This is an optimization exercise on Yosys and OpenROAD, whose aim is small area, not a production implementation.
RTL that was checked went through simulation tests only; none was proved equivalent to the original.
For run 1, only the layout was checked, not whether the RTL still works.
Power is estimated from default activity; no workload was simulated.

## flow/design.v (module list and top-level ports; edited modules follow where they fit)
// module medidor_potencia_ca: 2540 lines
// module sel3n: 11 lines
// module booth_sel: 9 lines
// module csa_fa: 3 lines
// module csa_ha: 3 lines
// module csa_han: 11 lines
module medidor_potencia_ca (
  input  logic        clk,
  input  logic        rst,
  input  logic        enable,
  input  logic        sample_valid,
  input  logic [31:0] tensao,
  input  logic [31:0] corrente,
  output logic [63:0] potencia_media,
  output logic [31:0] v_pico,
  output logic [31:0] i_pico,
  output logic [15:0] window_count,
  output logic        result_valid
);
  // ...
==> flow/flow/run.sh <==
#!/bin/bash
# Standard layout, with the port buffers made from the smallest buffer cell and
# a clock tree with larger sink clusters and no dummy loads.
set -euo pipefail
bash standard.sh "BUFFER_PORTS_ARGS=-buffer_cell sky130_fd_sc_hd__buf_1" \
  "CTS_ARGS=-sink_clustering_enable -repair_clock_nets -dont_use_dummy_load -sink_clustering_size 24 -sink_clustering_max_diameter 100" \
  finish > flow_make.log 2>&1
==> flow/standard.sh <==
#!/bin/bash
# synth_recipe.tcl (not shown) runs the flow's synth.tcl, then flattens the netlist and writes it again
# the make line also repeats each setting of config.mk as NAME=value (left out here)
make -C /OpenROAD-flow-scripts/flow DESIGN_CONFIG=/design/flow/config.mk WORK_HOME=/design/flow/orfs CLKGATE_MAP_FILE= SYNTH_SCRIPT=/design/flow/synth_recipe.tcl "${@:-finish}"
==> flow/config.mk <==
export PLATFORM = sky130hd
export DESIGN_NAME = medidor_potencia_ca
export DESIGN_NICKNAME = medidor_potencia_ca
export VERILOG_FILES = /design/flow/design.v
export SDC_FILE = /design/flow/constraint.sdc
export NUM_CORES = 4
export LEC_CHECK = 0
export CAP_MARGIN = 0
export CORE_MARGIN = 2
export CORE_UTILIZATION = 40
export SLEW_MARGIN = 0
export SYNTH_HIERARCHICAL = 1
export SYNTH_MINIMUM_KEEP_SIZE = 0
==> flow/constraint.sdc <==
create_clock -name core_clock -period 11.0 [get_ports {clk}]
set_input_delay 2.2000 -clock core_clock [delete_from_list [all_inputs] [get_ports {clk}]]
set_output_delay 2.2000 -clock core_clock [all_outputs]
set_load 0.01 [all_outputs]
==> flow_metrics.env, run 1 <==
export IMPL_syn_to_final_growth_pct=15.18
export IMPL_tightest_slew_ps=1382
export IMPL_post_route_min_period_ps=10650
export IMPL_power_mw=5.254
export IMPL_placed_cells=4812
export IMPL_drive_gt1_share_pct=14.02
export IMPL_powerSeq_mw=1.97
export IMPL_final_cell_area_sq_um=42250
export IMPL_multi_input_area_share_pct=61.69
export IMPL_synth_compound_area_share_pct=22.25
export IMPL_fin_cells=4841
export IMPL_crit_end="hold_mean[61]$_DFFE_PP_"
export IMPL_status="finished clean"
export IMPL_cts_buffer_depth=3
export IMPL_clockNetworkAreaShare_pct=1.362
export IMPL_ys_top_cells_by_count="fa_1 (496), a222oi_1 (495), dfxtp_1 (297)"
export IMPL_seq_cell_count=425
export IMPL_grt_usage_pct=29.21
export IMPL_dieArea_sq_um=94140
export IMPL_crit_slowest_cell="fa_1"
export IMPL_fp_row_count=111
export IMPL_hp_class="reg2reg"
export IMPL_seq_cell_share_pct=23.17
export IMPL_fin_crit_sh_pct=96.84
export IMPL_vias=32186
export IMPL_top_regs="acc x74, hold_mean x64, potencia_media x64"
==> run 2, diff against run 1 <==
--- a/flow/design.v
+++ b/flow/design.v
@@ -23,17 +23,16 @@
   wire flush       = ~enable;
   wire accept      = running & enable & sample_valid;
   wire first       = (sample_count == 10'd0);
   wire window_end  = accept & (&sample_count);
   wire fire        = res3 & enable & ~rst;
   logic [33:0] ta;      
   logic [33:0] t3;      
   assign ta = {{2{tensao[31]}}, tensao};
-  assign t3 = ta + {ta[32:0], 1'b0};
   logic [14:0] m1, m2, m3;    
   logic [33:0] ppn [15];
   for (genvar i = 0; i < 15; i++) begin : g_row
     wire b1 = corrente[2*i+1];
     wire b0 = corrente[2*i];
     assign m1[i] = accept & ~b1 & b0;
     assign m2[i] = accept & b1 & ~b0;
     assign m3[i] = accept & b1 & b0;
@@ -1523,16 +1522,248 @@
   logic pgd13_1462;
   logic ppd13_1463;
   logic pgd13_1464;
   logic ppd13_1465;
   logic pgd13_1466;
   logic ppd13_1467;
   logic pgd13_1468;
   logic ppd13_1469;
+  logic tp1470;
+  logic tg1471;
+  logic tp1472;
+  logic tg1473;
+  logic tp1474;
+  logic tg1475;
+  logic tp1476;
+  logic tg1477;
+  logic tp1478;
+  logic tg1479;
+  logic tp1480;
+  logic tg1481;
+  logic tp1482;
+  logic tg1483;
+  logic tp1484;
+  logic tg1485;
+  logic tp1486;
+  logic tg1487;
+  logic tp1488;
+  logic tg1489;
+  logic tp1490;
+  logic tg1491;
+  logic tp1492;
+  logic tg1493;
+  logic tp1494;
+  logic tg1495;
+  logic tp1496;
+  logic tg1497;
+  logic tp1498;
+  logic tg1499;
+  logic tp1500;
+  logic tg1501;
+  logic tp1502;
+  logic tg1503;
+  logic tp1504;
+  logic tg1505;
+  logic tp1506;
+  logic tg1507;
+  logic tp1508;
+  logic tg1509;
+  logic tp1510;
+  logic tg1511;
+  logic tp1512;
+  logic tg1513;
+  logic tp1514;
+  logic tg1515;
+  logic tp1516;
+  logic tg1517;
+  logic tp1518;
+  logic tg1519;
+  logic tp1520;
+  logic tg1521;
+  logic tp1522;
+  logic tg1523;
+  logic tp1524;
+  logic tg1525;
+  logic tp1526;
+  logic tg1527;
+  logic tp1528;
+  logic tg1529;
+  logic tp1530;
+  logic tg1531;
+  logic tp1532;
+  logic tg1533;
+  logic tp1534;
+  logic tg1535;
+  logic tgs0_1536;
+  logic tqs0_1537;
+  logic tgs0_1538;
+  logic tqs0_1539;
+  logic tgs0_1540;
+  logic tqs0_1541;
+  logic tgs0_1542;
+  logic tqs0_1543;
+  logic tgs0_1544;
+  logic tqs0_1545;
+  logic tgs0_1546;
+  logic tqs0_1547;
+  logic tgs0_1548;
+  logic tqs0_1549;
+  logic tgs0_1550;
+  logic tqs0_1551;
+  logic tgs0_1552;
+  logic tqs0_1553;
+  logic tgs0_1554;
+  logic tqs0_1555;
+  logic tgs0_1556;
+  logic tqs0_1557;
+  logic tgs0_1558;
+  logic tqs0_1559;
+  logic tgs0_1560;
+  logic tqs0_1561;
+  logic tgs0_1562;
+  logic tqs0_1563;
+  logic tgs0_1564;
+  logic tqs0_1565;
+  logic tgs0_1566;
+  logic tqs0_1567;
+  logic tgs0_1568;
+  logic tqs0_1569;
+  logic tgs1_1570;
+  logic tqs1_1571;
+  logic tgs1_1572;
+  logic tqs1_1573;
+  logic tgs1_1574;
+  logic tqs1_1575;
+  logic tgs1_1576;
+  logic tqs1_1577;
+  logic tgs1_1578;
+  logic tqs1_1579;
+  logic tgs1_1580;
+  logic tqs1_1581;
+  logic tgs1_1582;
+  logic tqs1_1583;
+  logic tgs1_1584;
+  logic tqs1_1585;
+  logic tgs1_1586;
+  logic tqs1_1587;
+  logic tgs1_1588;
+  logic tqs1_1589;
+  logic tgs1_1590;
+  logic tqs1_1591;
+  logic tgs1_1592;
+  logic tqs1_1593;
+  logic tgs1_1594;
+  logic tqs1_1595;
+  logic tgs1_1596;
+  logic tqs1_1597;
+  logic tgs1_1598;
+  logic tqs1_1599;
+  logic tgs1_1600;
+  logic tqs1_1601;
+  logic tgs2_1602;
+  logic tqs2_1603;
+  logic tgs2_1604;
+  logic tqs2_1605;
+  logic tgs2_1606;
+  logic tqs2_1607;
+  logic tgs2_1608;
+  logic tqs2_1609;
+  logic tgs2_1610;
+  logic tqs2_1611;
+  logic tgs2_1612;
+  logic tqs2_1613;
+  logic tgs2_1614;
+  logic tqs2_1615;
+  logic tgs2_1616;
+  logic tqs2_1617;
+  logic tgs2_1618;
+  logic tqs2_1619;
+  logic tgs2_1620;
+  logic tqs2_1621;
+  logic tgs2_1622;
+  logic tqs2_1623;
+  logic tgs2_1624;
+  logic tqs2_1625;
+  logic tgs2_1626;
+  logic tqs2_1627;
+  logic tgs2_1628;
+  logic tqs2_1629;
+  logic tgs2_1630;
+  logic tqs2_1631;
+  logic tgs2_1632;
+  logic tqs2_1633;
+  logic tgs3_1634;
+  logic tqs3_1635;
+  logic tgs3_1636;
+  logic tqs3_1637;
+  logic tgs3_1638;
+  logic tqs3_1639;
+  logic tgs3_1640;
+  logic tqs3_1641;
+  logic tgs3_1642;
+  logic tqs3_1643;
+  logic tgs3_1644;
+  logic tqs3_1645;
+  logic tgs3_1646;
+  logic tqs3_1647;
+  logic tgs3_1648;
+  logic tqs3_1649;
+  logic tgs3_1650;
+  logic tqs3_1651;
+  logic tgs3_1652;
+  logic tqs3_1653;
+  logic tgs3_1654;
+  logic tqs3_1655;
+  logic tgs3_1656;
+  logic tqs3_1657;
+  logic tgs3_1658;
+  logic tqs3_1659;
+  logic tgs3_1660;
+  logic tqs3_1661;
+  logic tgs3_1662;
+  logic tqs3_1663;
+  logic tgs3_1664;
+  logic tqs3_1665;
+  logic tgs4_1666;
+  logic tqs4_1667;
+  logic tgs4_1668;
+  logic tqs4_1669;
+  logic tgs4_1670;
+  logic tqs4_1671;
+  logic tgs4_1672;
+  logic tqs4_1673;
+  logic tgs4_1674;
+  logic tqs4_1675;
+  logic tgs4_1676;
+  logic tqs4_1677;
+  logic tgs4_1678;
+  logic tqs4_1679;
+  logic tgs4_1680;
+  logic tqs4_1681;
+  logic tgs4_1682;
+  logic tqs4_1683;
+  logic tgs4_1684;
+  logic tqs4_1685;
+  logic tgs4_1686;
+  logic tqs4_1687;
+  logic tgs4_1688;
+  logic tqs4_1689;
+  logic tgs4_1690;
+  logic tqs4_1691;
+  logic tgs4_1692;
+  logic tqs4_1693;
+  logic tgs4_1694;
+  logic tqs4_1695;
+  logic tgs4_1696;
+  logic tqs4_1697;
+  logic tgs5_1698;
+  logic tqs5_1699;
+  logic tgs5_1700;
+  logic tqs5_1701;
   assign k1 = ~acc_mn[33];
   assign k2 = ~acc_mn[33];
   assign k3 = ~acc_mn[36];
   assign k4 = ~acc_mn[38];
   assign k5 = ~acc_mn[40];
   assign k6 = ~acc_mn[42];
   assign k7 = ~acc_mn[44];
   assign k8 = ~acc_mn[46];
@@ -2058,16 +2289,249 @@
   csa_fa u_s1029 (.a(s793), .b(c908), .c(s909), .s(s1029), .co(c1030));
   csa_fa u_s1031 (.a(s797), .b(c910), .c(s911), .s(s1031), .co(c1032));
   csa_fa u_s1033 (.a(c798), .b(s913), .c(c912), .s(s1033), .co(c1034));
   csa_fa u_s1035 (.a(s803), .b(c914), .c(s915), .s(s1035), .co(c1036));
   csa_fa u_s1037 (.a(s805), .b(c916), .c(s917), .s(s1037), .co(c1038));
   csa_fa u_s1039 (.a(c806), .b(s919), .c(c918), .s(s1039), .co(c1040));
   csa_fa u_s1041 (.a(~ppn[14][33]), .b(c920), .c(s921), .s(s1041), .co(c1042));
   csa_fa u_s1043 (.a(acc_mn[62]), .b(~pbn[32]), .c(c922), .s(s1043), .co(c1044));
+  csa_ha u_tp1470 (.a(ta[1]), .b(ta[0]), .s(tp1470), .co(tg1471));
+  csa_ha u_tp1472 (.a(ta[2]), .b(ta[1]), .s(tp1472), .co(tg1473));
+  csa_ha u_tp1474 (.a(ta[3]), .b(ta[2]), .s(tp1474), .co(tg1475));
+  csa_ha u_tp1476 (.a(ta[4]), .b(ta[3]), .s(tp1476), .co(tg1477));
+  csa_ha u_tp1478 (.a(ta[5]), .b(ta[4]), .s(tp1478), .co(tg1479));
+  csa_ha u_tp1480 (.a(ta[6]), .b(ta[5]), .s(tp1480), .co(tg1481));
+  csa_ha u_tp1482 (.a(ta[7]), .b(ta[6]), .s(tp1482), .co(tg1483));
+  csa_ha u_tp1484 (.a(ta[8]), .b(ta[7]), .s(tp1484), .co(tg1485));
+  csa_ha u_tp1486 (.a(ta[9]), .b(ta[8]), .s(tp1486), .co(tg1487));
+  csa_ha u_tp1488 (.a(ta[10]), .b(ta[9]), .s(tp1488), .co(tg1489));
+  csa_ha u_tp1490 (.a(ta[11]), .b(ta[10]), .s(tp1490), .co(tg1491));
+  csa_ha u_tp1492 (.a(ta[12]), .b(ta[11]), .s(tp1492), .co(tg1493));
+  csa_ha u_tp1494 (.a(ta[13]), .b(ta[12]), .s(tp1494), .co(tg1495));
+  csa_ha u_tp1496 (.a(ta[14]), .b(ta[13]), .s(tp1496), .co(tg1497));
+  csa_ha u_tp1498 (.a(ta[15]), .b(ta[14]), .s(tp1498), .co(tg1499));
+  csa_ha u_tp1500 (.a(ta[16]), .b(ta[15]), .s(tp1500), .co(tg1501));
+  csa_ha u_tp1502 (.a(ta[17]), .b(ta[16]), .s(tp1502), .co(tg1503));
+  csa_ha u_tp1504 (.a(ta[18]), .b(ta[17]), .s(tp1504), .co(tg1505));
+  csa_ha u_tp1506 (.a(ta[19]), .b(ta[18]), .s(tp1506), .co(tg1507));
+  csa_ha u_tp1508 (.a(ta[20]), .b(ta[19]), .s(tp1508), .co(tg1509));
+  csa_ha u_tp1510 (.a(ta[21]), .b(ta[20]), .s(tp1510), .co(tg1511));
+  csa_ha u_tp1512 (.a(ta[22]), .b(ta[21]), .s(tp1512), .co(tg1513));
+  csa_ha u_tp1514 (.a(ta[23]), .b(ta[22]), .s(tp1514), .co(tg1515));
+  csa_ha u_tp1516 (.a(ta[24]), .b(ta[23]), .s(tp1516), .co(tg1517));
+  csa_ha u_tp1518 (.a(ta[25]), .b(ta[24]), .s(tp1518), .co(tg1519));
+  csa_ha u_tp1520 (.a(ta[26]), .b(ta[25]), .s(tp1520), .co(tg1521));
+  csa_ha u_tp1522 (.a(ta[27]), .b(ta[26]), .s(tp1522), .co(tg1523));
+  csa_ha u_tp1524 (.a(ta[28]), .b(ta[27]), .s(tp1524), .co(tg1525));
+  csa_ha u_tp1526 (.a(ta[29]), .b(ta[28]), .s(tp1526), .co(tg1527));
+  csa_ha u_tp1528 (.a(ta[30]), .b(ta[29]), .s(tp1528), .co(tg1529));
+  csa_ha u_tp1530 (.a(ta[31]), .b(ta[30]), .s(tp1530), .co(tg1531));
+  csa_ha u_tp1532 (.a(ta[32]), .b(ta[31]), .s(tp1532), .co(tg1533));
+  csa_ha u_tp1534 (.a(ta[33]), .b(ta[32]), .s(tp1534), .co(tg1535));
+  assign tgs0_1536 = tg1471 | (tp1470 & 1'b0);
+  assign tqs0_1537 = tp1470 & ta[0];
+  assign tgs0_1538 = tg1475 | (tp1474 & tg1473);
+  assign tqs0_1539 = tp1474 & tp1472;
+  assign tgs0_1540 = tg1479 | (tp1478 & tg1477);
+  assign tqs0_1541 = tp1478 & tp1476;
+  assign tgs0_1542 = tg1483 | (tp1482 & tg1481);
+  assign tqs0_1543 = tp1482 & tp1480;
+  assign tgs0_1544 = tg1487 | (tp1486 & tg1485);
+  assign tqs0_1545 = tp1486 & tp1484;
+  assign tgs0_1546 = tg1491 | (tp1490 & tg1489);
+  assign tqs0_1547 = tp1490 & tp1488;
+  assign tgs0_1548 = tg1495 | (tp1494 & tg1493);
+  assign tqs0_1549 = tp1494 & tp1492;
+  assign tgs0_1550 = tg1499 | (tp1498 & tg1497);
+  assign tqs0_1551 = tp1498 & tp1496;
+  assign tgs0_1552 = tg1503 | (tp1502 & tg1501);
+  assign tqs0_1553 = tp1502 & tp1500;
+  assign tgs0_1554 = tg1507 | (tp1506 & tg1505);
+  assign tqs0_1555 = tp1506 & tp1504;
+  assign tgs0_1556 = tg1511 | (tp1510 & tg1509);
+  assign tqs0_1557 = tp1510 & tp1508;
+  assign tgs0_1558 = tg1515 | (tp1514 & tg1513);
+  assign tqs0_1559 = tp1514 & tp1512;
+  assign tgs0_1560 = tg1519 | (tp1518 & tg1517);
+  assign tqs0_1561 = tp1518 & tp1516;
+  assign tgs0_1562 = tg1523 | (tp1522 & tg1521);
+  assign tqs0_1563 = tp1522 & tp1520;
+  assign tgs0_1564 = tg1527 | (tp1526 & tg1525);
+  assign tqs0_1565 = tp1526 & tp1524;
+  assign tgs0_1566 = tg1531 | (tp1530 & tg1529);
+  assign tqs0_1567 = tp1530 & tp1528;
+  assign tgs0_1568 = tg1535 | (tp1534 & tg1533);
+  assign tqs0_1569 = tp1534 & tp1532;
+  assign tgs1_1570 = tg1473 | (tp1472 & tgs0_1536);
+  assign tqs1_1571 = tp1472 & tqs0_1537;
+  assign tgs1_1572 = tgs0_1538 | (tqs0_1539 & tgs0_1536);
+  assign tqs1_1573 = tqs0_1539 & tqs0_1537;
+  assign tgs1_1574 = tg1481 | (tp1480 & tgs0_1540);
+  assign tqs1_1575 = tp1480 & tqs0_1541;
+  assign tgs1_1576 = tgs0_1542 | (tqs0_1543 & tgs0_1540);
+  assign tqs1_1577 = tqs0_1543 & tqs0_1541;
+  assign tgs1_1578 = tg1489 | (tp1488 & tgs0_1544);
+  assign tqs1_1579 = tp1488 & tqs0_1545;
+  assign tgs1_1580 = tgs0_1546 | (tqs0_1547 & tgs0_1544);
+  assign tqs1_1581 = tqs0_1547 & tqs0_1545;
+  assign tgs1_1582 = tg1497 | (tp1496 & tgs0_1548);
+  assign tqs1_1583 = tp1496 & tqs0_1549;
+  assign tgs1_1584 = tgs0_1550 | (tqs0_1551 & tgs0_1548);
+  assign tqs1_1585 = tqs0_1551 & tqs0_1549;
+  assign tgs1_1586 = tg1505 | (tp1504 & tgs0_1552);
+  assign tqs1_1587 = tp1504 & tqs0_1553;
+  assign tgs1_1588 = tgs0_1554 | (tqs0_1555 & tgs0_1552);
+  assign tqs1_1589 = tqs0_1555 & tqs0_1553;
+  assign tgs1_1590 = tg1513 | (tp1512 & tgs0_1556);
+  assign tqs1_1591 = tp1512 & tqs0_1557;
+  assign tgs1_1592 = tgs0_1558 | (tqs0_1559 & tgs0_1556);
+  assign tqs1_1593 = tqs0_1559 & tqs0_1557;
+  assign tgs1_1594 = tg1521 | (tp1520 & tgs0_1560);
+  assign tqs1_1595 = tp1520 & tqs0_1561;
+  assign tgs1_1596 = tgs0_1562 | (tqs0_1563 & tgs0_1560);
+  assign tqs1_1597 = tqs0_1563 & tqs0_1561;
+  assign tgs1_1598 = tg1529 | (tp1528 & tgs0_1564);
+  assign tqs1_1599 = tp1528 & tqs0_1565;
+  assign tgs1_1600 = tgs0_1566 | (tqs0_1567 & tgs0_1564);
+  assign tqs1_1601 = tqs0_1567 & tqs0_1565;
+  assign tgs2_1602 = tg1477 | (tp1476 & tgs1_1572);
+  assign tqs2_1603 = tp1476 & tqs1_1573;
+  assign tgs2_1604 = tgs0_1540 | (tqs0_1541 & tgs1_1572);
+  assign tqs2_1605 = tqs0_1541 & tqs1_1573;
+  assign tgs2_1606 = tgs1_1574 | (tqs1_1575 & tgs1_1572);
+  assign tqs2_1607 = tqs1_1575 & tqs1_1573;
+  assign tgs2_1608 = tgs1_1576 | (tqs1_1577 & tgs1_1572);
+  assign tqs2_1609 = tqs1_1577 & tqs1_1573;
+  assign tgs2_1610 = tg1493 | (tp1492 & tgs1_1580);
+  assign tqs2_1611 = tp1492 & tqs1_1581;
+  assign tgs2_1612 = tgs0_1548 | (tqs0_1549 & tgs1_1580);
+  assign tqs2_1613 = tqs0_1549 & tqs1_1581;
+  assign tgs2_1614 = tgs1_1582 | (tqs1_1583 & tgs1_1580);
+  assign tqs2_1615 = tqs1_1583 & tqs1_1581;
+  assign tgs2_1616 = tgs1_1584 | (tqs1_1585 & tgs1_1580);
+  assign tqs2_1617 = tqs1_1585 & tqs1_1581;
+  assign tgs2_1618 = tg1509 | (tp1508 & tgs1_1588);
+  assign tqs2_1619 = tp1508 & tqs1_1589;
+  assign tgs2_1620 = tgs0_1556 | (tqs0_1557 & tgs1_1588);
+  assign tqs2_1621 = tqs0_1557 & tqs1_1589;
+  assign tgs2_1622 = tgs1_1590 | (tqs1_1591 & tgs1_1588);
+  assign tqs2_1623 = tqs1_1591 & tqs1_1589;
+  assign tgs2_1624 = tgs1_1592 | (tqs1_1593 & tgs1_1588);
+  assign tqs2_1625 = tqs1_1593 & tqs1_1589;
+  assign tgs2_1626 = tg1525 | (tp1524 & tgs1_1596);
+  assign tqs2_1627 = tp1524 & tqs1_1597;
+  assign tgs2_1628 = tgs0_1564 | (tqs0_1565 & tgs1_1596);
+  assign tqs2_1629 = tqs0_1565 & tqs1_1597;
+  assign tgs2_1630 = tgs1_1598 | (tqs1_1599 & tgs1_1596);
+  assign tqs2_1631 = tqs1_1599 & tqs1_1597;
+  assign tgs2_1632 = tgs1_1600 | (tqs1_1601 & tgs1_1596);
+  assign tqs2_1633 = tqs1_1601 & tqs1_1597;
+  assign tgs3_1634 = tg1485 | (tp1484 & tgs2_1608);
+  assign tqs3_1635 = tp1484 & tqs2_1609;
+  assign tgs3_1636 = tgs0_1544 | (tqs0_1545 & tgs2_1608);
+  assign tqs3_1637 = tqs0_1545 & tqs2_1609;
+  assign tgs3_1638 = tgs1_1578 | (tqs1_1579 & tgs2_1608);
+  assign tqs3_1639 = tqs1_1579 & tqs2_1609;
+  assign tgs3_1640 = tgs1_1580 | (tqs1_1581 & tgs2_1608);
+  assign tqs3_1641 = tqs1_1581 & tqs2_1609;
+  assign tgs3_1642 = tgs2_1610 | (tqs2_1611 & tgs2_1608);
+  assign tqs3_1643 = tqs2_1611 & tqs2_1609;
+  assign tgs3_1644 = tgs2_1612 | (tqs2_1613 & tgs2_1608);
+  assign tqs3_1645 = tqs2_1613 & tqs2_1609;
+  assign tgs3_1646 = tgs2_1614 | (tqs2_1615 & tgs2_1608);
+  assign tqs3_1647 = tqs2_1615 & tqs2_1609;
+  assign tgs3_1648 = tgs2_1616 | (tqs2_1617 & tgs2_1608);
+  assign tqs3_1649 = tqs2_1617 & tqs2_1609;
+  assign tgs3_1650 = tg1517 | (tp1516 & tgs2_1624);
+  assign tqs3_1651 = tp1516 & tqs2_1625;
+  assign tgs3_1652 = tgs0_1560 | (tqs0_1561 & tgs2_1624);
+  assign tqs3_1653 = tqs0_1561 & tqs2_1625;
+  assign tgs3_1654 = tgs1_1594 | (tqs1_1595 & tgs2_1624);
+  assign tqs3_1655 = tqs1_1595 & tqs2_1625;
+  assign tgs3_1656 = tgs1_1596 | (tqs1_1597 & tgs2_1624);
+  assign tqs3_1657 = tqs1_1597 & tqs2_1625;
+  assign tgs3_1658 = tgs2_1626 | (tqs2_1627 & tgs2_1624);
+  assign tqs3_1659 = tqs2_1627 & tqs2_1625;
+  assign tgs3_1660 = tgs2_1628 | (tqs2_1629 & tgs2_1624);
+  assign tqs3_1661 = tqs2_1629 & tqs2_1625;
+  assign tgs3_1662 = tgs2_1630 | (tqs2_1631 & tgs2_1624);
+  assign tqs3_1663 = tqs2_1631 & tqs2_1625;
+  assign tgs3_1664 = tgs2_1632 | (tqs2_1633 & tgs2_1624);
+  assign tqs3_1665 = tqs2_1633 & tqs2_1625;
+  assign tgs4_1666 = tg1501 | (tp1500 & tgs3_1648);
+  assign tqs4_1667 = tp1500 & tqs3_1649;
+  assign tgs4_1668 = tgs0_1552 | (tqs0_1553 & tgs3_1648);
+  assign tqs4_1669 = tqs0_1553 & tqs3_1649;
+  assign tgs4_1670 = tgs1_1586 | (tqs1_1587 & tgs3_1648);
+  assign tqs4_1671 = tqs1_1587 & tqs3_1649;
+  assign tgs4_1672 = tgs1_1588 | (tqs1_1589 & tgs3_1648);
+  assign tqs4_1673 = tqs1_1589 & tqs3_1649;
+  assign tgs4_1674 = tgs2_1618 | (tqs2_1619 & tgs3_1648);
+  assign tqs4_1675 = tqs2_1619 & tqs3_1649;
+  assign tgs4_1676 = tgs2_1620 | (tqs2_1621 & tgs3_1648);
+  assign tqs4_1677 = tqs2_1621 & tqs3_1649;
+  assign tgs4_1678 = tgs2_1622 | (tqs2_1623 & tgs3_1648);
+  assign tqs4_1679 = tqs2_1623 & tqs3_1649;
+  assign tgs4_1680 = tgs2_1624 | (tqs2_1625 & tgs3_1648);
+  assign tqs4_1681 = tqs2_1625 & tqs3_1649;
+  assign tgs4_1682 = tgs3_1650 | (tqs3_1651 & tgs3_1648);
+  assign tqs4_1683 = tqs3_1651 & tqs3_1649;
+  assign tgs4_1684 = tgs3_1652 | (tqs3_1653 & tgs3_1648);
+  assign tqs4_1685 = tqs3_1653 & tqs3_1649;
+  assign tgs4_1686 = tgs3_1654 | (tqs3_1655 & tgs3_1648);
+  assign tqs4_1687 = tqs3_1655 & tqs3_1649;
+  assign tgs4_1688 = tgs3_1656 | (tqs3_1657 & tgs3_1648);
+  assign tqs4_1689 = tqs3_1657 & tqs3_1649;
+  assign tgs4_1690 = tgs3_1658 | (tqs3_1659 & tgs3_1648);
+  assign tqs4_1691 = tqs3_1659 & tqs3_1649;
+  assign tgs4_1692 = tgs3_1660 | (tqs3_1661 & tgs3_1648);
+  assign tqs4_1693 = tqs3_1661 & tqs3_1649;
+  assign tgs4_1694 = tgs3_1662 | (tqs3_1663 & tgs3_1648);
+  assign tqs4_1695 = tqs3_1663 & tqs3_1649;
+  assign tgs4_1696 = tgs3_1664 | (tqs3_1665 & tgs3_1648);
+  assign tqs4_1697 = tqs3_1665 & tqs3_1649;
+  assign tgs5_1698 = tg1533 | (tp1532 & tgs4_1696);
+  assign tqs5_1699 = tp1532 & tqs4_1697;
+  assign tgs5_1700 = tgs0_1568 | (tqs0_1569 & tgs4_1696);
+  assign tqs5_1701 = tqs0_1569 & tqs4_1697;
+  assign t3[0] = ta[0];
+  assign t3[1] = tp1470 ^ 1'b0;
+  assign t3[2] = tp1472 ^ tgs0_1536;
+  assign t3[3] = tp1474 ^ tgs1_1570;
+  assign t3[4] = tp1476 ^ tgs1_1572;
+  assign t3[5] = tp1478 ^ tgs2_1602;
+  assign t3[6] = tp1480 ^ tgs2_1604;
+  assign t3[7] = tp1482 ^ tgs2_1606;
+  assign t3[8] = tp1484 ^ tgs2_1608;
+  assign t3[9] = tp1486 ^ tgs3_1634;
+  assign t3[10] = tp1488 ^ tgs3_1636;
+  assign t3[11] = tp1490 ^ tgs3_1638;
+  assign t3[12] = tp1492 ^ tgs3_1640;
+  assign t3[13] = tp1494 ^ tgs3_1642;
+  assign t3[14] = tp1496 ^ tgs3_1644;
+  assign t3[15] = tp1498 ^ tgs3_1646;
+  assign t3[16] = tp1500 ^ tgs3_1648;
+  assign t3[17] = tp1502 ^ tgs4_1666;
+  assign t3[18] = tp1504 ^ tgs4_1668;
+  assign t3[19] = tp1506 ^ tgs4_1670;
+  assign t3[20] = tp1508 ^ tgs4_1672;
+  assign t3[21] = tp1510 ^ tgs4_1674;
+  assign t3[22] = tp1512 ^ tgs4_1676;
+  assign t3[23] = tp1514 ^ tgs4_1678;
+  assign t3[24] = tp1516 ^ tgs4_1680;
+  assign t3[25] = tp1518 ^ tgs4_1682;
+  assign t3[26] = tp1520 ^ tgs4_1684;
+  assign t3[27] = tp1522 ^ tgs4_1686;
+  assign t3[28] = tp1524 ^ tgs4_1688;
+  assign t3[29] = tp1526 ^ tgs4_1690;
+  assign t3[30] = tp1528 ^ tgs4_1692;
+  assign t3[31] = tp1530 ^ tgs4_1694;
+  assign t3[32] = tp1532 ^ tgs4_1696;
+  assign t3[33] = tp1534 ^ tgs5_1698;
   csa_ha u_cp1045 (.a(acc_mn[0]), .b(ppn[0][0]), .s(cp1045), .co(cg1046));
   csa_ha u_cp1047 (.a(acc_mn[1]), .b(ppn[0][1]), .s(cp1047), .co(cg1048));
   csa_ha u_cp1049 (.a(ppn[1][0]), .b(s923), .s(cp1049), .co(cg1050));
   csa_ha u_cp1051 (.a(s925), .b(c924), .s(cp1051), .co(cg1052));
   csa_ha u_cp1053 (.a(s927), .b(c926), .s(cp1053), .co(cg1054));
   csa_ha u_cp1055 (.a(s929), .b(c928), .s(cp1055), .co(cg1056));
   csa_ha u_cp1057 (.a(s931), .b(c930), .s(cp1057), .co(cg1058));
   csa_ha u_cp1059 (.a(s933), .b(c932), .s(cp1059), .co(cg1060));
@@ -2486,18 +2950,21 @@
   assign sum[69] = ~(cp1183 ^ pgd13_1464);
   assign sum[70] = ~(cp1185 ^ pgd12_1394);
   assign sum[71] = ~(cp1187 ^ pgd13_1466);
   assign sum[72] = ~(cp1189 ^ pgd10_1344);
   assign sum[73] = ~(cp1191 ^ pgd13_1468);
   logic [31:0] abs_v, abs_i, pv_next, pi_next;
   assign abs_v   = tensao[31]   ? (~tensao + 32'd1)   : tensao;
   assign abs_i   = corrente[31] ? (~corrente + 32'd1) : corrente;
-  assign pv_next = (accept && (first || abs_v > peak_v)) ? abs_v : peak_v;
-  assign pi_next = (accept && (first || abs_i > peak_i)) ? abs_i : peak_i;
+  logic gt_v, gt_i;
+  cmp_gt u_cmp_v (.a(abs_v), .b(peak_v), .gt(gt_v));
+  cmp_gt u_cmp_i (.a(abs_i), .b(peak_i), .gt(gt_i));
+  assign pv_next = (accept && (first || gt_v)) ? abs_v : peak_v;
+  assign pi_next = (accept && (first || gt_i)) ? abs_i : peak_i;
   always_ff @(posedge clk) begin
     if (rst)
       running <= 1'b0;
     else
       running <= enable;
   end
   always_ff @(posedge clk) begin
     if (rst || flush)
@@ -2533,16 +3000,46 @@
   always_ff @(posedge clk) begin
     result_valid   <= fire;
     potencia_media <= ({64{out_load}} & hold_mean) | ({64{out_keep}} & potencia_media);
     v_pico         <= ({32{out_load}} & hold_v)    | ({32{out_keep}} & v_pico);
     i_pico         <= ({32{out_load}} & hold_i)    | ({32{out_keep}} & i_pico);
     window_count   <= ({16{out_load}} & (window_count + 16'd1)) | ({16{out_keep}} & window_count);
   end
 endmodule
+module cmp_gt (
+  input  logic [31:0] a,
+  input  logic [31:0] b,
+  output logic        gt
+);
+  logic [31:0] g0, t0;
+  assign g0 = a & ~b;
+  assign t0 = a | ~b;
+  logic [15:0] g1, t1;
+  logic [7:0]  g2, t2;
+  logic [3:0]  g3, t3;
+  logic [1:0]  g4, t4;
+  for (genvar i = 0; i < 16; i++) begin : l1
+    assign g1[i] = g0[2*i+1] | (t0[2*i+1] & g0[2*i]);
+    assign t1[i] = t0[2*i+1] & t0[2*i];
+  end
+  for (genvar i = 0; i < 8; i++) begin : l2
+    assign g2[i] = g1[2*i+1] | (t1[2*i+1] & g1[2*i]);
+    assign t2[i] = t1[2*i+1] & t1[2*i];
+  end
+  for (genvar i = 0; i < 4; i++) begin : l3
+    assign g3[i] = g2[2*i+1] | (t2[2*i+1] & g2[2*i]);
+    assign t3[i] = t2[2*i+1] & t2[2*i];
+  end
+  for (genvar i = 0; i < 2; i++) begin : l4
+    assign g4[i] = g3[2*i+1] | (t3[2*i+1] & g3[2*i]);
+    assign t4[i] = t3[2*i+1] & t3[2*i];
+  end
+  assign gt = g4[1] | (t4[1] & g4[0]);
+endmodule
 module sel3n (
   input  logic s1,
   input  logic a1,
   input  logic s2,
   input  logic a2,
   input  logic s3,
   input  logic a3,
   output logic yn
==> flow/config.mk (replaced) <==
export PLATFORM = sky130hd
export DESIGN_NAME = medidor_potencia_ca
export DESIGN_NICKNAME = medidor_potencia_ca
export VERILOG_FILES = /design/flow/design.v
export SDC_FILE = /design/flow/constraint.sdc
export NUM_CORES = 4
export LEC_CHECK = 0
export CAP_MARGIN = 20
export CELL_PAD_IN_SITES_DETAIL_PLACEMENT = 1
export CELL_PAD_IN_SITES_GLOBAL_PLACEMENT = 2
export CORE_MARGIN = 2
export CORE_UTILIZATION = 30
export GPL_TIMING_DRIVEN = 0
export PLACE_DENSITY = 0.45
export SLEW_MARGIN = 20
export SYNTH_HIERARCHICAL = 1
export SYNTH_MINIMUM_KEEP_SIZE = 0
==> flow_metrics.env, run 2 <==
export IMPL_synthXorXnorAreaFrac_pct=4.568
export IMPL_rsz0062_at_grt="false"
export IMPL_gp_congestion=0.8468
export IMPL_drc=0
export IMPL_synth_compound_area_share_pct=23.14
export IMPL_pre_cts_ws_ps=-2227
export IMPL_die_h_um=348.8
export IMPL_power_density_nw_per_um2=129.9
export IMPL_grt_pass1_wl_um=254800
export IMPL_ys_types=74
export IMPL_slew_headroom_pct=19.63
export IMPL_insertion_delay_ps=670
export IMPL_power_mw=5.535
export IMPL_ir_worst_vdd_mv=0.1111
export IMPL_synthAdderAreaFrac_pct=33.36
export IMPL_postSynthCellCount=3018
export IMPL_hold_ws_ps=441.3
export IMPL_largest_reg_flops=74
export IMPL_detail_route_wl_per_cell_um=36.06
export IMPL_final_common_cell="a222oi_1"
export IMPL_fp_dieW_um=348.8
export IMPL_drtIter0Drc=5814
export IMPL_drv_cap=0
export IMPL_placed_cells=4888
export IMPL_dieArea_sq_um=121700
export IMPL_fin_cells=4925
export IMPL_ys_seq_elements=425
export IMPL_grt_pass1_vias=35033
export IMPL_grt_overflow_total=0
export IMPL_dp_hpwl_um=134200
export IMPL_fin_nets=4107
export IMPL_max_freq_mhz=93.80
export IMPL_via_per_inst=6.519
export IMPL_crit_slowest_cell="fa_1"
export IMPL_syn_avg_cell_area_sq_um=11.82
export IMPL_htree_levels=1
export IMPL_clk_pin_slew_ps=90
export IMPL_startpoint_type="primary input"
export IMPL_synth_yosys_seq_area_share_pct=27.45
export IMPL_synth_area_leaders="fa_1 (28%), dfxtp_1 (17%), a222oi_1 (14%), edfxtp_1 (11%), ha_1 (5.4%)"
export IMPL_setup_violations=0
export IMPL_async_flop_share_pct=0
export IMPL_vias=32104
export IMPL_grt_max_degree=39
export IMPL_ys_top_cells_by_count="a222oi_1 (499), fa_1 (495), dfxtp_1 (297)"
export IMPL_grt_usage_pct=28.64
export IMPL_drive_gt1_share_pct=11.66
export IMPL_top_regs="acc x74, hold_mean x64, potencia_media x64"
export IMPL_start_util_pct=30.24
export IMPL_drtAntennaViolNets=0
export IMPL_tightest_slew_ps=1205
export IMPL_yosysWarningCount=9
export IMPL_core_area_sq_um=117900
export IMPL_postLayoutSetupSlackWorst_ps=338.9
export IMPL_hold_buffers=0
export IMPL_cts_buffers=28
export IMPL_critPathMostFrequentCell="fa_1"
export IMPL_cts_sinks=425
export IMPL_slowest_delay_ps=530
export IMPL_hp_class="reg2reg"
export IMPL_final_cell_area_sq_um=42600
export IMPL_cp_max_fo=18
export IMPL_synth_edf_count=128
export IMPL_hold_viol_final=0
export IMPL_cts_root_buffer="clkbuf_16"
export IMPL_firstDrtPassIters=14
export IMPL_synth_simple_gate_area_share_pct=6.981
export IMPL_largest_register="acc"
export IMPL_synth_top_family_by_area="adder cells"
export IMPL_placed_area_sq_um=41650
export IMPL_synth_top_cell_area_share_pct=27.79
export IMPL_required_ps=11470
export IMPL_ioPinCount=213
export IMPL_syn_area_sq_um=35660
export IMPL_cp_end_kind="flop"
export IMPL_fin_crit_sh_pct=96.92
export IMPL_cts_buffer_depth=3
export IMPL_r2r_start="sample_count[0]$_SDFFE_PP0P_"
export IMPL_fin_setup_tns_ps=0
export IMPL_antenna_found_initial=10
export IMPL_syn_nets=3735
export IMPL_finalMaxSlewViolations=0
export IMPL_status="finished clean"
export IMPL_drt_total_wl_um=177600
export IMPL_synth_most_common_cell="a222oi_1"
export IMPL_fin_util_pct=36.12
export IMPL_post_route_min_period_ps=10660
export IMPL_muxShareOfSynthArea_pct=1.926
export IMPL_fp_row_count=126
export IMPL_port_buffer_count=198
export IMPL_mostFrequentLayoutCells="a222oi_1 (499), fa_1 (495), dfxtp_1 (297), nand2_1 (195), buf_1 (171)"
export IMPL_yosys_area_top_type="fa_1"
export IMPL_hp_start="res1$_SDFF_PP0_"
export IMPL_crit_type="in2reg"
export IMPL_p_leak_nw=12.94
export IMPL_cts_tree="yes"
export IMPL_syn_to_final_growth_pct=19.44
export IMPL_ys_flop_type="dfxtp_1"
export IMPL_worstPathArrival_ps=11130
export IMPL_finClkSkew_ps=129.0
export IMPL_setup_worst_path_start="tensao[16]"
-- run 2: metal layers --
metal	vias up	GRT usage, %	routed length (um)
li1	12854	-	-
met1	16628	37.87	72210
met4	8	11.83	7751
met5	-	0	47
met2	2163	45.04	79940
met3	451	6.584	17630
-- run 2: kinds of logic after synthesis --
family,Yosys count
multiplexers,61
AND/OR/NAND/NOR,524
buffers and inverters,241
AO/OA/AOI/OAI,926
adder cells (fa/ha/maj),655
XOR/XNOR,186
flip-flops,425
-- run 2: layout make-up --
type,count,area (sq um)
Inverter,163,611.8
Buffer,78,311.5
Clock buffer,28,700.7
Multi-Input combinational cell,2352,25610
Sequential cell,425,9789
Tap cell,1536,1922
Timing Repair Buffer,342,3654
Antenna cell,1,2.502
Fill cell,12687,75320
-- run 2: report_power, final --
group	switching, mW	total (mW)	internal, mW	leakage, nW
registers	0.0735	1.99	1.92	3.60
clock network	0.547	0.993	0.447	0.345
logic	1.64	2.55	0.905	8.99
total	2.26	5.54	3.27	12.9
-- run 2: timing repair --
action	in CTS	in global routing
gates resized for setup	20	24
endpoints found under the setup margin	84	48
buffers inserted	4	4
pin swaps	3	7
-- run 2: modules after synthesis, one instance, submodules excluded --
module | copies in the design | area (sq um)
sel3n | 495 | 10.01
booth_sel | 32 | 6.256
csa_fa | 495 | 20.02
cmp_gt | 2 | 626.9
csa_ha | 107 | 12.51
csa_han | 14 | 15.01
medidor_potencia_ca | 1 | 17800
-- run 2: worst paths after layout --
path / endpoint / slack [ps] / depth (start not counted)
max: hold_mean[33]$_DFFE_PP_ / 340 / 32
min: res2$_SDFF_PP0_ / 440 / 1
max reg2reg: hold_mean[63]$_DFFE_PP_ / 1850 / 26
min reg2reg: res2$_SDFF_PP0_ / 440 / 1
-- run 2: worst max-delay path, delay by kind of cell --
family,cells,cell delay [ps]
buffers and inverters,2,650
XOR/XNOR,2,470
AND/OR/NAND/NOR,3,440
adder cells (fa/ha/maj),9,3820
AO/OA/AOI/OAI,16,3500
==> run 3, diff against run 2 <==
==> flow/config.mk (replaced) <==
export PLATFORM = sky130hd
export DESIGN_NAME = medidor_potencia_ca
export DESIGN_NICKNAME = medidor_potencia_ca
export VERILOG_FILES = /design/flow/design.v
export SDC_FILE = /design/flow/constraint.sdc
export NUM_CORES = 4
export LEC_CHECK = 0
export CAP_MARGIN = 0
export CELL_PAD_IN_SITES_DETAIL_PLACEMENT = 1
export CELL_PAD_IN_SITES_GLOBAL_PLACEMENT = 2
export CORE_MARGIN = 2
export CORE_UTILIZATION = 25
export PLACE_DENSITY = 0.35
export SLEW_MARGIN = 0
export SYNTH_HIERARCHICAL = 1
export SYNTH_MINIMUM_KEEP_SIZE = 0
==> flow_metrics.env, run 3 <==
export IMPL_status="finished clean"
export IMPL_fp_row_count=138
export IMPL_cts_root_buffer="clkbuf_16"
export IMPL_core_area_sq_um=141600
export IMPL_htree_levels=1
export IMPL_drv_cap=0
export IMPL_drt_total_wl_um=187300
export IMPL_port_buffer_count=212
export IMPL_postSynthCellCount=3018
export IMPL_synth_yosys_seq_area_share_pct=27.45
export IMPL_detail_route_wl_per_cell_um=34.24
export IMPL_hold_viol_final=0
export IMPL_p_leak_nw=13.47
export IMPL_cp_max_fo=8
export IMPL_startpoint_type="primary input"
export IMPL_top_regs="acc x74, hold_mean x64, potencia_media x64"
export IMPL_synth_area_leaders="fa_1 (28%), dfxtp_1 (17%), a222oi_1 (14%), edfxtp_1 (11%), ha_1 (5.4%)"
export IMPL_gp_congestion=0.8801
export IMPL_drc=0
export IMPL_power_density_nw_per_um2=137.6
export IMPL_start_util_pct=25.19
export IMPL_r2r_start="running$_SDFF_PP0_"
export IMPL_drive_gt1_share_pct=16.61
export IMPL_firstDrtPassIters=11
export IMPL_cts_tree="yes"
export IMPL_synth_top_cell_area_share_pct=27.79
export IMPL_rsz0062_at_grt="false"
export IMPL_max_freq_mhz=94.49
export IMPL_drtIter0Drc=5782
export IMPL_largest_register="acc"
export IMPL_setup_violations=0
export IMPL_drtAntennaViolNets=0
export IMPL_cts_buffers=29
export IMPL_yosys_area_top_type="fa_1"
export IMPL_die_h_um=381.7
export IMPL_finClkSkew_ps=80.05
export IMPL_worstPathArrival_ps=11030
export IMPL_ys_top_cells_by_count="a222oi_1 (499), fa_1 (495), dfxtp_1 (297)"
export IMPL_crit_slowest_cell="a222oi_1"
export IMPL_tightest_slew_ps=1343
export IMPL_postLayoutSetupSlackWorst_ps=416.6
export IMPL_ys_types=74
export IMPL_final_common_cell="a222oi_1"
export IMPL_crit_type="in2reg"
export IMPL_grt_pass1_wl_um=266900
export IMPL_syn_nets=3735
export IMPL_path_buf_inv=7
export IMPL_async_flop_share_pct=0
export IMPL_required_ps=11450
export IMPL_synth_most_common_cell="a222oi_1"
export IMPL_hold_buffers=0
export IMPL_insertion_delay_ps=680
export IMPL_hp_start="hold_mean[14]$_DFFE_PP_"
export IMPL_power_mw=5.894
export IMPL_ys_seq_elements=425
export IMPL_cts_sinks=425
export IMPL_path_delay_family="compound AO/OA/AOI/OAI gates"
export IMPL_synth_edf_count=128
export IMPL_setup_worst_path_start="tensao[1]"
export IMPL_post_route_min_period_ps=10580
export IMPL_via_per_inst=5.903
export IMPL_ir_worst_vdd_mv=0.1544
export IMPL_fin_crit_sh_pct=96.21
export IMPL_critPathMostFrequentCell="buf_4"
export IMPL_grt_usage_pct=25.08
export IMPL_fin_nets=4295
export IMPL_syn_to_final_growth_pct=20.07
export IMPL_slew_headroom_pct=10.50
export IMPL_yosysWarningCount=9
export IMPL_ioPinCount=213
export IMPL_cp_end_kind="flop"
export IMPL_finalMaxSlewViolations=0
export IMPL_pre_cts_ws_ps=-723.0
export IMPL_grt_max_degree=129
export IMPL_grt_overflow_total=0
export IMPL_vias=32296
export IMPL_clk_pin_slew_ps=90
export IMPL_dp_hpwl_um=132100
export IMPL_cts_buffer_depth=3
export IMPL_slowest_delay_ps=680
export IMPL_largest_reg_flops=74
export IMPL_syn_area_sq_um=35660
export IMPL_fin_util_pct=30.24
export IMPL_hp_class="reg2reg"
export IMPL_mostFrequentLayoutCells="a222oi_1 (499), fa_1 (495), buf_4 (365), dfxtp_1 (297), nand2_1 (195)"
export IMPL_syn_avg_cell_area_sq_um=11.82
export IMPL_fp_dieW_um=381.7
export IMPL_antenna_found_initial=14
export IMPL_ys_flop_type="dfxtp_1"
export IMPL_dieArea_sq_um=145700
export IMPL_grt_pass1_vias=35236
-- run 3: final cells by class --
type	instances	area, sq um
fillers	15606	98760
flip-flops and latches	425	9789
multi-input cells	2352	25140
diodes	5	12.51
clock buffers	29	725.7
inverters	163	611.8
well taps	1890	2365
repair buffers	607	4179
-- run 3: per-module statistics from Yosys (local to each module, per instance) --
module | cells inside | flip-flops and latches | cell area, sq um
cmp_gt | 94 | 0 | 626.9
booth_sel | 1 | 0 | 6.256
medidor_potencia_ca | 1673 | 425 | 17800
csa_ha | 1 | 0 | 12.51
csa_han | 2 | 0 | 15.01
sel3n | 1 | 0 | 10.01
csa_fa | 1 | 0 | 20.02
-- run 3: kinds of logic (layout without fill, tap and decap cells) --
kind of cell / Yosys count / in the layout / synth area share (%)
AO/OA/AOI/OAI: 926 / 926 / 23.14
flip-flops: 425 / 425 / 27.45
buffers and inverters: 241 / 799 / 2.575
multiplexers: 61 / 61 / 1.926
AND/OR/NAND/NOR: 524 / 524 / 6.981
XOR/XNOR: 186 / 186 / 4.568
other: 0 / 5 / 0
adder cells (fa/ha/maj): 655 / 655 / 33.36
-- run 3: final timing paths --
| kind | to | slack [ps] | depth (start not counted) |
|---|---|---|---|
| setup / recovery | hold_mean[33]$_DFFE_PP_ | 420 | 34 |
| hold / removal | potencia_media[14]$_DFF_P_ | 430 | 1 |
| setup reg to reg | hold_mean[33]$_DFFE_PP_ | 2530 | 26 |
| hold reg to reg | potencia_media[14]$_DFF_P_ | 430 | 1 |
-- run 3: layer usage --
metal / vias to the layer above / track usage, % / wire (um)
met5: - / 0 / 0
met4: 0 / 9.033 / 7479
met3: 380 / 5.089 / 16510
met2: 1801 / 39.52 / 83560
met1: 16877 / 33.93 / 79750
li1: 13238 / - / -
-- run 3: timing repair --
action,CTS,global route
buffers inserted,0,1
endpoints found under the setup margin,2,53
pin swaps,1,8
gates resized for setup,2,13
-- run 3: worst register-to-register path, stage by stage (launching register included) --
cell	delay, ps
dfxtp_1	320
and3_2	540
and3_1	1170
buf_4	320
buf_4	240
a222oi_1	150
xnor2_1	300
fa_1	450
fa_1	430
fa_1	510
fa_1	420
ha_1	350
a21oi_1	150
o21ai_0	240
a221oi_2	350
buf_4	180
o221ai_1	180
o211ai_1	230
buf_4	200
buf_4	170
nand2_1	140
a21o_1	250
a31oi_4	240
o21ai_0	130
ha_1	190
nor2_1	180
xor2_2	230
-- run 3: per-stage QoR --
step,instance area (sq um),hold WS [ps],std cells,TNS (ps)
after floorplan,35660,405.7,3018,0
after global placement,42000,410.9,5435,-25000
after detailed placement,42000,420.8,5435,-28290
after CTS,42730,425.2,5464,0
after global routing,42820,447.5,5470,0
final,42820,426.7,5471,0
-- run 3: report_power, final --
part / switching (mW) / internal [mW]
Sequential: 0.0740 / 1.92
Clock: 0.586 / 0.461
Combinational: 1.71 / 1.14
Total: 2.37 / 3.52

==> re-timing with driven ports <==
No port has a modelled driver above. Below, the same layouts with a new extraction and two added sets of constraints. Step 1 (the two cells are an assumption about what drives the block):
set clk [get_ports {clk}]
set_driving_cell -lib_cell sky130_fd_sc_hd__clkbuf_16 $clk
set_driving_cell -lib_cell sky130_fd_sc_hd__buf_2 [delete_from_list [all_inputs] $clk]
Step 2 times the ports against the registers' clock, not the clock port: input delays grow and output delays shrink by t, the midpoint of the rising clock arrivals with the driver on. Three values: no drivers, after step 1, after step 2; two values: the first two.
run | t, ns | slack for setup (ns) | worst setup path after step 2 | latest minus earliest clock arrival (ns) | worst register clock-pin slew, ns
run 1 | 0.652 | 0.348 / 0.322 / -0.330 | input to register | 0.078 / 0.078 | 0.10 / 0.10
run 2 | 0.682 | 0.339 / 0.383 / -0.299 | input to register | 0.135 / 0.135 | 0.10 / 0.10
run 3 | 0.730 | 0.417 / 0.471 / -0.258 | input to register | 0.087 / 0.087 | 0.11 / 0.11
Met with ideal ports but missed after step 2: setup timing in every run listed. For run 1, which loses most, drivers alone change the setup slack by -0.026 ns; drivers and shift together by -0.678 ns.
